From an optimization exercise on the open Yosys and OpenROAD flow, aimed at small area and a short achievable clock period; shortcuts taken in it are not production practice.
RTL that was checked went through simulation tests only; none was proved equivalent to the original.
The flow treats the clock pin as an ideal source, which a real chip does not have.
Power and IR drop assume default switching activity.

==> run a <==
// wallace_mult_24x24
module wallace_mult_24x24 (
  input  logic        clk,
  input  logic        rst,
  input  logic        in_valid,
  input  logic [23:0] a,
  input  logic [23:0] b,
  output logic        out_valid,
  output logic [39:0] x,
  output logic [39:0] y,
  output logic [7:0]  z
);
Settings: LEC_CHECK=0, CAP_MARGIN=20, CORE_MARGIN=2, CORE_UTILIZATION=60, CTS_CLUSTER_DIAMETER=100, CTS_CLUSTER_SIZE=30, HOLD_SLACK_MARGIN=0.05, SETUP_SLACK_MARGIN=2.2, SLEW_MARGIN=20, SYNTH_HIERARCHICAL=1, SYNTH_MINIMUM_KEEP_SIZE=0; clock period 4.0 ns.
standard.sh (not shown) runs the stock make flow with config.mk's settings and CLKGATE_MAP_FILE= SYNTH_SCRIPT=/design/flow/synth_recipe.tcl, a recipe that flattens the netlist after the stock synthesis.
==> flow/flow/run.sh <==
#!/bin/bash
set -euo pipefail
K="BUFFER_PORTS_ARGS=-buffer_cell sky130_fd_sc_hd__buf_1"
EM="SETUP_SLACK_MARGIN=$(cat flow/early_margin.txt)"
bash standard.sh "$K" "$EM" cts > make_cts.log 2>&1
export SKEW_DB=$PWD/orfs/results/$FLOW_PLATFORM/wallace_mult_24x24/base/4_cts.odb
export SKEW_LIB=$FLOW_HOME/platforms/$FLOW_PLATFORM/lib/sky130_fd_sc_hd__tt_025C_1v80.lib
export SKEW_RC=$FLOW_HOME/platforms/$FLOW_PLATFORM/setRC.tcl
export SKEW_SDC=$PWD/orfs/results/$FLOW_PLATFORM/wallace_mult_24x24/base/4_cts.sdc
export SKEW_FLATTEN=$(cat flow/flatten.txt)
read SKEW_D2 SKEW_D3 < flow/skew.txt
export SKEW_D2 SKEW_D3
openroad -no_init -exit flow/skew.tcl > skew.log 2>&1
bash standard.sh "$K" finish > make_finish.log 2>&1
==> flow/flow/early_margin.txt <==
1.5
==> flow/flow/flatten.txt <==
1
==> flow/flow/skew.tcl <==
read_db $::env(SKEW_DB)
read_liberty $::env(SKEW_LIB)
read_sdc $::env(SKEW_SDC)
source $::env(SKEW_RC)
set_propagated_clock [all_clocks]
set db [ord::get_db]
set block [ord::get_db_block]
set sizes {sky130_fd_sc_hd__clkbuf_1 sky130_fd_sc_hd__clkbuf_2 sky130_fd_sc_hd__clkbuf_4 sky130_fd_sc_hd__clkbuf_8 sky130_fd_sc_hd__clkbuf_16}
set pre_master sky130_fd_sc_hd__clkbuf_1
set k 0

proc new_buf {master_name x y in_net} {
  global db block k
  set inst [odb::dbInst_create $block [$db findMaster $master_name] "skew_buf_$k"]
  set out [odb::dbNet_create $block "skew_net_$k"]
  $out setSigType CLOCK
  incr k
  [$inst findITerm A] connect $in_net
  [$inst findITerm X] connect $out
  $inst setLocation $x $y
  $inst setPlacementStatus PLACED
  return [list $inst $out]
}

# odb instance name -> STA clock pin of every register
set clkpin [dict create]
foreach p [get_pins -hierarchical */CLK] {
  dict set clkpin [[[sta::sta_to_db_pin $p] getInst] getName] $p
}
proc ckpin {inst} { return [dict get $::clkpin [$inst getName]] }

proc mean_arrival {insts} {
  set s 0.0; set n 0
  foreach inst $insts {
    set a [get_property [ckpin $inst] arrival_max_rise]
    set s [expr {$s + $a}]; incr n
  }
  return [expr {$s / $n}]
}

# leaf nets of the tree
set leaves {}
foreach net [$block getNets] {
  if {[$net getSigType] ne "CLOCK"} continue
  foreach it [$net getITerms] {
    if {[$it isOutputSignal] && [string match clkbuf_leaf_* [[$it getInst] getName]]} { lappend leaves $net }
  }
}

set groups {}
foreach net $leaves {
  foreach rank {r2 r3} {
    set sinks {}; set sx 0; set sy 0
    foreach it [$net getITerms] {
      set inst [$it getInst]
      if {[$it isOutputSignal]} continue
      if {[string match ${rank}_* [$inst getName]] && [[$it getMTerm] getName] eq "CLK"} {
        lappend sinks $it
        set loc [$inst getLocation]
        set sx [expr {$sx + [lindex $loc 0]}]; set sy [expr {$sy + [lindex $loc 1]}]
      }
    }
    set n [llength $sinks]
    if {$n == 0} continue
    set x [expr {int($sx / $n)}]; set y [expr {int($sy / $n)}]
    # smallest last buffer that keeps the clock-pin slew well inside the limit
    set si [expr {$n <= 3 ? 1 : ($n <= 8 ? 2 : ($n <= 16 ? 3 : 4))}]
    lassign [new_buf [lindex $sizes $si] $x $y $net] last out
    set insts {}
    foreach it $sinks { set inst [$it getInst]; lappend insts $inst; $it disconnect; $it connect $out }
    lappend groups [dict create rank $rank leaf $net insts $insts last $last si $si simin $si pre {} x $x y $y]
  }
}

set ref {}
foreach inst [$block getInsts] {
  set nm [$inst getName]
  if {[dict exists $clkpin $nm] && ![string match r2_* $nm] && ![string match r3_* $nm] && ![string match a2_* $nm] && ![string match *2_q* $nm]} { lappend ref $inst }
}
puts "reference registers (ranks 1 and 4): [llength $ref]"
for {set round 0} {$round < 14} {incr round} {
  estimate_parasitics -placement
  set base [mean_arrival $ref]
  set changed 0
  set ng {}
  foreach g $groups {
    set tgt [expr {$base + ([dict get $g rank] eq "r2" ? $::env(SKEW_D2) : $::env(SKEW_D3))}]
    set a [mean_arrival [dict get $g insts]]
    set gw 0
    foreach inst [dict get $g insts] {
      set sl [get_property [ckpin $inst] slew_max]
      if {$sl > $gw} { set gw $sl }
    }
    if {$gw > 0.105 && [dict get $g si] < 4} {
      # clock-pin slew first: a stronger last buffer, and never smaller again
      set si [expr {[dict get $g si] + 1}]
      [dict get $g last] swapMaster [$db findMaster [lindex $sizes $si]]
      dict set g si $si
      dict set g simin $si
      lappend ng $g
      set changed 1
      continue
    }
    set si [dict get $g si]
    set last [dict get $g last]
    if {$a < $tgt - 0.04} {
      if {$si > [dict get $g simin] && ($tgt - $a < 0.1 || [llength [dict get $g pre]] >= 6)} {
        incr si -1
        $last swapMaster [$db findMaster [lindex $sizes $si]]
      } elseif {[llength [dict get $g pre]] < 6} {
        # one more small buffer in front of the last one
        set in_it [$last findITerm A]
        set in_net [$in_it getNet]
        $in_it disconnect
        lassign [new_buf $::pre_master [dict get $g x] [dict get $g y] $in_net] p pout
        $in_it connect $pout
        dict lappend g pre $p
      }
      set changed 1
    } elseif {$a > $tgt + 0.04 && $si < 4} {
      incr si
      $last swapMaster [$db findMaster [lindex $sizes $si]]
      set changed 1
    }
    dict set g si $si
    lappend ng $g
  }
  set groups $ng
  if {!$changed} break
}
estimate_parasitics -placement
set base [mean_arrival $ref]
foreach g $groups {
  puts [format "group %s %-22s sinks %2d last %s pre %d  skew %.3f" [dict get $g rank] [[dict get $g leaf] getName] [llength [dict get $g insts]] [lindex $sizes [dict get $g si]] [llength [dict get $g pre]] [expr {[mean_arrival [dict get $g insts]] - $base}]]
}
puts "ranks 1 and 4 mean clock arrival $base"
set worst 0
foreach g $groups {
  set gw 0
  foreach inst [dict get $g insts] {
    set sl [get_property [ckpin $inst] slew_max]
    if {$sl > $worst} { set worst $sl }
    if {$sl > $gw} { set gw $sl }
  }
  puts "slew [dict get $g rank] [llength [dict get $g insts]] [lindex $sizes [dict get $g si]] $gw"
}
puts "worst skewed clock-pin slew $worst"
detailed_placement
check_placement -verbose
write_db $::env(SKEW_DB)
==> flow/flow/skew.txt <==
0.4 0.55
==> run b: changes against run a <==
==> flow/flow/early_margin.txt (replaced) <==
1.8
==> flow/flow/flatten.txt (replaced) <==
0
--- a/flow/flow/skew.tcl
+++ b/flow/flow/skew.tcl
@@ -7,5 +7,5 @@
 set block [ord::get_db_block]
 set sizes {sky130_fd_sc_hd__clkbuf_1 sky130_fd_sc_hd__clkbuf_2 sky130_fd_sc_hd__clkbuf_4 sky130_fd_sc_hd__clkbuf_8 sky130_fd_sc_hd__clkbuf_16}
-set pre_master sky130_fd_sc_hd__clkbuf_1
+set pre_master [expr {[info exists ::env(SKEW_PRE)] ? $::env(SKEW_PRE) : "sky130_fd_sc_hd__clkbuf_1"}]
 set k 0
 
@@ -39,4 +39,30 @@
 }
 
+# Optionally drop the middle level of the tree: leaf buffers hang directly off the root net.
+if {[info exists ::env(SKEW_FLATTEN)] && $::env(SKEW_FLATTEN)} {
+  set root_inst [$block findInst clkbuf_0_clk]
+  set root_net [[$root_inst findITerm X] getNet]
+  foreach it [$root_net getITerms] {
+    set inst [$it getInst]
+    if {[$it isOutputSignal] || ![string match clkbuf_1_* [$inst getName]]} continue
+    set mid_net [[$inst findITerm X] getNet]
+    set ok 1
+    foreach s [$mid_net getITerms] {
+      if {![$s isOutputSignal] && ![string match clkbuf_leaf_* [[$s getInst] getName]]} { set ok 0 }
+    }
+    if {!$ok} continue
+    foreach s [$mid_net getITerms] {
+      if {[$s isOutputSignal]} continue
+      $s disconnect
+      $s connect $root_net
+    }
+    $it disconnect
+    [$inst findITerm X] disconnect
+    odb::dbInst_destroy $inst
+    odb::dbNet_destroy $mid_net
+    puts "removed middle clock buffer level under [$root_net getName]"
+  }
+}
+
 # leaf nets of the tree
 set leaves {}
@@ -48,26 +74,78 @@
 }
 
+proc leaf_of {it} { return [$it getNet] }
+proc kmeans {pts k} {
+  # pts: list of {x y item}; returns list of clusters (lists of items)
+  set n [llength $pts]
+  set cs {}
+  for {set i 0} {$i < $k} {incr i} {
+    set p [lindex $pts [expr {int(($i + 0.5) * $n / $k)}]]
+    lappend cs [list [lindex $p 0] [lindex $p 1]]
+  }
+  for {set iter 0} {$iter < 20} {incr iter} {
+    set members {}
+    for {set i 0} {$i < $k} {incr i} { lappend members {} }
+    foreach p $pts {
+      set best 0; set bd 1e30
+      for {set i 0} {$i < $k} {incr i} {
+        set c [lindex $cs $i]
+        set d [expr {abs([lindex $p 0] - [lindex $c 0]) + abs([lindex $p 1] - [lindex $c 1])}]
+        if {$d < $bd} { set bd $d; set best $i }
+      }
+      lset members $best [concat [lindex $members $best] [list $p]]
+    }
+    set ncs {}
+    for {set i 0} {$i < $k} {incr i} {
+      set m [lindex $members $i]
+      if {[llength $m] == 0} { lappend ncs [lindex $cs $i]; continue }
+      set sx 0; set sy 0
+      foreach p $m { set sx [expr {$sx + [lindex $p 0]}]; set sy [expr {$sy + [lindex $p 1]}] }
+      lappend ncs [list [expr {$sx / [llength $m]}] [expr {$sy / [llength $m]}]]
+    }
+    set cs $ncs
+  }
+  set out {}
+  foreach m $members { if {[llength $m]} { lappend out $m } }
+  return $out
+}
+set leaf_drv {}
+foreach net $leaves {
+  foreach it [$net getITerms] {
+    if {[$it isOutputSignal]} { lappend leaf_drv [list $net [lindex [[$it getInst] getLocation] 0] [lindex [[$it getInst] getLocation] 1]] }
+  }
+}
+set csize [expr {[info exists ::env(SKEW_CLUSTER)] ? $::env(SKEW_CLUSTER) : 20}]
 set groups {}
-foreach net $leaves {
-  foreach rank {r2 r3} {
-    set sinks {}; set sx 0; set sy 0
+foreach rank {r2 r3} {
+  set pts {}
+  foreach net $leaves {
     foreach it [$net getITerms] {
       set inst [$it getInst]
       if {[$it isOutputSignal]} continue
       if {[string match ${rank}_* [$inst getName]] && [[$it getMTerm] getName] eq "CLK"} {
-        lappend sinks $it
         set loc [$inst getLocation]
-        set sx [expr {$sx + [lindex $loc 0]}]; set sy [expr {$sy + [lindex $loc 1]}]
+        lappend pts [list [lindex $loc 0] [lindex $loc 1] $it]
       }
     }
-    set n [llength $sinks]
-    if {$n == 0} continue
+  }
+  if {![llength $pts]} continue
+  set pts [lsort -real -index 0 $pts]
+  set nk [expr {max(1, int(ceil([llength $pts] / double($csize))))}]
+  foreach m [kmeans $pts $nk] {
+    set sx 0; set sy 0
+    foreach p $m { set sx [expr {$sx + [lindex $p 0]}]; set sy [expr {$sy + [lindex $p 1]}] }
+    set n [llength $m]
     set x [expr {int($sx / $n)}]; set y [expr {int($sy / $n)}]
-    # smallest last buffer that keeps the clock-pin slew well inside the limit
+    # nearest leaf driver feeds this cluster
+    set bd 1e30; set src {}
+    foreach l $leaf_drv {
+      set d [expr {abs([lindex $l 1] - $x) + abs([lindex $l 2] - $y)}]
+      if {$d < $bd} { set bd $d; set src [lindex $l 0] }
+    }
     set si [expr {$n <= 3 ? 1 : ($n <= 8 ? 2 : ($n <= 16 ? 3 : 4))}]
-    lassign [new_buf [lindex $sizes $si] $x $y $net] last out
+    lassign [new_buf [lindex $sizes $si] $x $y $src] last out
     set insts {}
-    foreach it $sinks { set inst [$it getInst]; lappend insts $inst; $it disconnect; $it connect $out }
-    lappend groups [dict create rank $rank leaf $net insts $insts last $last si $si simin $si pre {} x $x y $y]
+    foreach p $m { set it [lindex $p 2]; lappend insts [$it getInst]; $it disconnect; $it connect $out }
+    lappend groups [dict create rank $rank leaf $src insts $insts last $last si $si simin $si pre {} x $x y $y]
   }
 }
@@ -92,5 +170,5 @@
       if {$sl > $gw} { set gw $sl }
     }
-    if {$gw > 0.105 && [dict get $g si] < 4} {
+    if {$gw > 0.092 && [dict get $g si] < 4} {
       # clock-pin slew first: a stronger last buffer, and never smaller again
       set si [expr {[dict get $g si] + 1}]
==> run c: changes against run a <==
==> flow/flow/run.sh (replaced) <==
#!/bin/bash
set -euo pipefail
K="BUFFER_PORTS_ARGS=-buffer_cell sky130_fd_sc_hd__buf_1"
bash standard.sh "$K" cts > make_cts.log 2>&1
export SKEW_DB=$PWD/orfs/results/$FLOW_PLATFORM/wallace_mult_24x24/base/4_cts.odb
export SKEW_LIB=$FLOW_HOME/platforms/$FLOW_PLATFORM/lib/sky130_fd_sc_hd__tt_025C_1v80.lib
export SKEW_RC=$FLOW_HOME/platforms/$FLOW_PLATFORM/setRC.tcl
export SKEW_SDC=$PWD/orfs/results/$FLOW_PLATFORM/wallace_mult_24x24/base/4_cts.sdc
read SKEW_D2 SKEW_D3 < flow/skew.txt
export SKEW_D2 SKEW_D3
openroad -no_init -exit flow/skew.tcl > skew.log 2>&1
bash standard.sh "$K" finish > make_finish.log 2>&1
==> flow/flow/skew.txt (replaced) <==
0.35 0.55
--- a/flow/config.mk
+++ b/flow/config.mk
@@ -11,6 +11,5 @@
 export CTS_CLUSTER_DIAMETER = 100
 export CTS_CLUSTER_SIZE = 30
-export HOLD_SLACK_MARGIN = 0.05
-export SETUP_SLACK_MARGIN = 2.2
+export SETUP_SLACK_MARGIN = 2.0
 export SLEW_MARGIN = 20
 export SYNTH_HIERARCHICAL = 1
removed: flow/flow/early_margin.txt
removed: flow/flow/flatten.txt
==> results.txt <==
Final layout
Fill cells in the final layout number 2815.

STA
The time the worst path needs with I/O delays and setup is 1.80 ns.

Place
The placed instance area is between 20000 and 25000 um2.

Outcome
The flow ran to the end and the layout has no timing, DRC or antenna violations.
The numbers above come from run a.

==> results.txt <==
Outcome
The run finished with no timing, DRC or antenna violations.

Synthesis
The Yosys step of the flow raised 7 warnings.

Final layout
The number of fill cells is 2713.

Place
In this run the cell area measured after placement is approximately 21000 um2.
The numbers above come from run c.

==> results.txt <==
Outcome
The flow ran to the end and the layout has no timing, DRC or antenna violations.

Global route
The via count of the first global-routing pass is 13700.

Setup path
The count of cells along the worst register-to-register path is 4.

Final layout
The number of fill cells is 2845.

Detailed routing
After detailed routing, the wire length on met1 is 21500 um.

Place
After detailed placement, the total cell area comes to ~21000 um2.
The numbers above come from run b.


========
==> inputs of job 7566 <==
Another version of the RTL of wallace_mult_24x24 (not shown whole).
## wallace_mult_24x24
module wallace_mult_24x24 (
  input  logic        clk,
  input  logic        rst,
  input  logic        in_valid,
  input  logic [23:0] a,
  input  logic [23:0] b,
  output logic        out_valid,
  output logic [39:0] x,
  output logic [39:0] y,
  output logic [7:0]  z
);
export LEC_CHECK = 0
export CAP_MARGIN = 20
export CORE_MARGIN = 2
export CORE_UTILIZATION = 60
export CTS_CLUSTER_DIAMETER = 100
export CTS_CLUSTER_SIZE = 30
export SETUP_SLACK_MARGIN = 2.0
export SLEW_MARGIN = 20
export SYNTH_HIERARCHICAL = 1
export SYNTH_MINIMUM_KEEP_SIZE = 0
create_clock -name core_clock -period 4.0 [get_ports {clk}]
==> flow/flow/run.sh <==
#!/bin/bash
set -euo pipefail
K="BUFFER_PORTS_ARGS=-buffer_cell sky130_fd_sc_hd__buf_1"
bash standard.sh "$K" cts > make_cts.log 2>&1
export SKEW_DB=$PWD/orfs/results/$FLOW_PLATFORM/wallace_mult_24x24/base/4_cts.odb
export SKEW_LIB=$FLOW_HOME/platforms/$FLOW_PLATFORM/lib/sky130_fd_sc_hd__tt_025C_1v80.lib
export SKEW_RC=$FLOW_HOME/platforms/$FLOW_PLATFORM/setRC.tcl
export SKEW_SDC=$PWD/orfs/results/$FLOW_PLATFORM/wallace_mult_24x24/base/4_cts.sdc
read SKEW_D2 SKEW_D3 < flow/skew.txt
export SKEW_D2 SKEW_D3
openroad -no_init -exit flow/skew.tcl > skew.log 2>&1
bash standard.sh "$K" finish > make_finish.log 2>&1
==> flow/flow/skew.tcl <==
read_db $::env(SKEW_DB)
read_liberty $::env(SKEW_LIB)
read_sdc $::env(SKEW_SDC)
source $::env(SKEW_RC)
set_propagated_clock [all_clocks]
set db [ord::get_db]
set block [ord::get_db_block]
set sizes {sky130_fd_sc_hd__clkbuf_1 sky130_fd_sc_hd__clkbuf_2 sky130_fd_sc_hd__clkbuf_4 sky130_fd_sc_hd__clkbuf_8 sky130_fd_sc_hd__clkbuf_16}
set pre_master sky130_fd_sc_hd__clkbuf_1
set k 0

proc new_buf {master_name x y in_net} {
  global db block k
  set inst [odb::dbInst_create $block [$db findMaster $master_name] "skew_buf_$k"]
  set out [odb::dbNet_create $block "skew_net_$k"]
  $out setSigType CLOCK
  incr k
  [$inst findITerm A] connect $in_net
  [$inst findITerm X] connect $out
  $inst setLocation $x $y
  $inst setPlacementStatus PLACED
  return [list $inst $out]
}

# odb instance name -> STA clock pin of every register
set clkpin [dict create]
foreach p [get_pins -hierarchical */CLK] {
  dict set clkpin [[[sta::sta_to_db_pin $p] getInst] getName] $p
}
proc ckpin {inst} { return [dict get $::clkpin [$inst getName]] }

proc mean_arrival {insts} {
  set s 0.0; set n 0
  foreach inst $insts {
    set a [get_property [ckpin $inst] arrival_max_rise]
    set s [expr {$s + $a}]; incr n
  }
  return [expr {$s / $n}]
}

# leaf nets of the tree
set leaves {}
foreach net [$block getNets] {
  if {[$net getSigType] ne "CLOCK"} continue
  foreach it [$net getITerms] {
    if {[$it isOutputSignal] && [string match clkbuf_leaf_* [[$it getInst] getName]]} { lappend leaves $net }
  }
}

set groups {}
foreach net $leaves {
  foreach rank {r2 r3} {
    set sinks {}; set sx 0; set sy 0
    foreach it [$net getITerms] {
      set inst [$it getInst]
      if {[$it isOutputSignal]} continue
      if {[string match ${rank}_* [$inst getName]] && [[$it getMTerm] getName] eq "CLK"} {
        lappend sinks $it
        set loc [$inst getLocation]
        set sx [expr {$sx + [lindex $loc 0]}]; set sy [expr {$sy + [lindex $loc 1]}]
      }
    }
    set n [llength $sinks]
    if {$n == 0} continue
    set x [expr {int($sx / $n)}]; set y [expr {int($sy / $n)}]
    # smallest last buffer that keeps the clock-pin slew well inside the limit
    set si [expr {$n <= 3 ? 1 : ($n <= 8 ? 2 : ($n <= 16 ? 3 : 4))}]
    lassign [new_buf [lindex $sizes $si] $x $y $net] last out
    set insts {}
    foreach it $sinks { set inst [$it getInst]; lappend insts $inst; $it disconnect; $it connect $out }
    lappend groups [dict create rank $rank leaf $net insts $insts last $last si $si simin $si pre {} x $x y $y]
  }
}

set ref {}
foreach inst [$block getInsts] {
  set nm [$inst getName]
  if {[dict exists $clkpin $nm] && ![string match r2_* $nm] && ![string match r3_* $nm] && ![string match a2_* $nm] && ![string match *2_q* $nm]} { lappend ref $inst }
}
puts "reference registers (ranks 1 and 4): [llength $ref]"
for {set round 0} {$round < 10} {incr round} {
  estimate_parasitics -placement
  set base [mean_arrival $ref]
  set changed 0
  set ng {}
  foreach g $groups {
    set tgt [expr {$base + ([dict get $g rank] eq "r2" ? $::env(SKEW_D2) : $::env(SKEW_D3))}]
    set a [mean_arrival [dict get $g insts]]
    set gw 0
    foreach inst [dict get $g insts] {
      set sl [get_property [ckpin $inst] slew_max]
      if {$sl > $gw} { set gw $sl }
    }
    if {$gw > 0.105 && [dict get $g si] < 4} {
      # clock-pin slew first: a stronger last buffer, and never smaller again
      set si [expr {[dict get $g si] + 1}]
      [dict get $g last] swapMaster [$db findMaster [lindex $sizes $si]]
      dict set g si $si
      dict set g simin $si
      lappend ng $g
      set changed 1
      continue
    }
    set si [dict get $g si]
    set last [dict get $g last]
    if {$a < $tgt - 0.04} {
      if {$si > [dict get $g simin]} {
        incr si -1
        $last swapMaster [$db findMaster [lindex $sizes $si]]
      } elseif {[llength [dict get $g pre]] < 3} {
        # one more small buffer in front of the last one
        set in_it [$last findITerm A]
        set in_net [$in_it getNet]
        $in_it disconnect
        lassign [new_buf $::pre_master [dict get $g x] [dict get $g y] $in_net] p pout
        $in_it connect $pout
        dict lappend g pre $p
      }
      set changed 1
    } elseif {$a > $tgt + 0.04 && $si < 4} {
      incr si
      $last swapMaster [$db findMaster [lindex $sizes $si]]
      set changed 1
    }
    dict set g si $si
    lappend ng $g
  }
  set groups $ng
  if {!$changed} break
}
estimate_parasitics -placement
set base [mean_arrival $ref]
foreach g $groups {
  puts [format "group %s %-22s sinks %2d last %s pre %d  skew %.3f" [dict get $g rank] [[dict get $g leaf] getName] [llength [dict get $g insts]] [lindex $sizes [dict get $g si]] [llength [dict get $g pre]] [expr {[mean_arrival [dict get $g insts]] - $base}]]
}
puts "ranks 1 and 4 mean clock arrival $base"
set worst 0
foreach g $groups {
  set gw 0
  foreach inst [dict get $g insts] {
    set sl [get_property [ckpin $inst] slew_max]
    if {$sl > $worst} { set worst $sl }
    if {$sl > $gw} { set gw $sl }
  }
  puts "slew [dict get $g rank] [llength [dict get $g insts]] [lindex $sizes [dict get $g si]] $gw"
}
puts "worst skewed clock-pin slew $worst"
detailed_placement
check_placement -verbose
write_db $::env(SKEW_DB)
==> flow/flow/skew.txt <==
0.12 0.20
==> job 8049 (differences from job 7566) <==
==> flow/flow/run.sh (replaced) <==
#!/bin/bash
# Standard ORFS layout; only the port buffers use the smallest buffer cell.
set -euo pipefail
bash standard.sh "BUFFER_PORTS_ARGS=-buffer_cell sky130_fd_sc_hd__buf_1" finish > make_finish.log 2>&1
removed: flow/flow/skew.tcl
removed: flow/flow/skew.txt
==> results.txt <==
Power in the clock group: job 7566 3550 uW; job 8049 2310 uW
Critical path endpoint: job 7566 r2_c30_5; job 8049 r2_c12_3
Routed metal-1 wirelength: job 7566 24600 um; job 8049 24300 um
Comb pwr share: job 7566 33.1%; job 8049 36.3%
Fin nets: job 7566 2140; job 8049 2127
Beginning of the worst register-to-register path: job 7566 neg1_q[4]; job 8049 two1_q[2]
Final critical path time including I/O delays and setup: job 7566 1.91 ns; job 8049 2.01 ns
Fmax: job 7566 523 MHz; job 8049 498 MHz
Clock network contribution to total cell area: job 7566 2.19%; job 8049 2.20%
Routed length on met2: job 7566 22900 um; job 8049 22900 um
Run status: job 7566 complete, no violations; job 8049 complete, no violations
FF/Latch Area: job 7566 0.00945 mm2; job 8049 0.00946 mm2
Switch Pwr: job 7566 5650 uW; job 8049 5360 uW
Max stage delay cell, worst path: job 7566 sky130_fd_sc_hd__fa_1; job 8049 sky130_fd_sc_hd__dfxtp_4
No functional check of the RTL was part of any run of this note.

separate check: timing with driven ports:
In the flow no input, the clock included, has a driving cell. The finished layouts below were timed again as built, in two steps. Step 1 sets driving cells, clkbuf_16 on the clock port and buf_2 on the other inputs (assumed; they add their load-dependent delay and slew). Step 2, shift: input delay + t, output delay - t, t = (earliest + latest rising clock arrival at the registers) / 2. This alone moves slack from input paths to output paths. Slacks: no drivers / after step 1 / after step 2; pairs: no drivers / after step 1.
| run | shift t [ns] | setup slack, ns | worst setup path at the end | clock arrival spread, ns | slew at the worst register clock pin (ns) |
|---|---|---|---|---|---|
| run a | 0.883 | 2.203 / 2.163 / 2.203 | register to register | 0.677 / 0.678 | 0.10 / 0.10 |
| run b | 0.857 | 2.159 / 2.159 / 2.159 | register to register | 0.637 / 0.637 | 0.10 / 0.10 |
| run c | 0.924 | 2.160 / 2.109 / 2.160 | register to register | 0.767 / 0.766 | 0.10 / 0.10 |
| job 7566 | 0.717 | 2.088 / 2.088 / 2.088 | register to register | 0.332 / 0.332 | 0.11 / 0.11 |
| job 8049 | 0.599 | 1.992 / 1.992 / 1.992 | register to register | 0.019 / 0.019 | 0.12 / 0.12 |
Clock arrivals are far apart in run a, run b, run c and job 7566, so t is only a midpoint there and step 2 fits no single register.
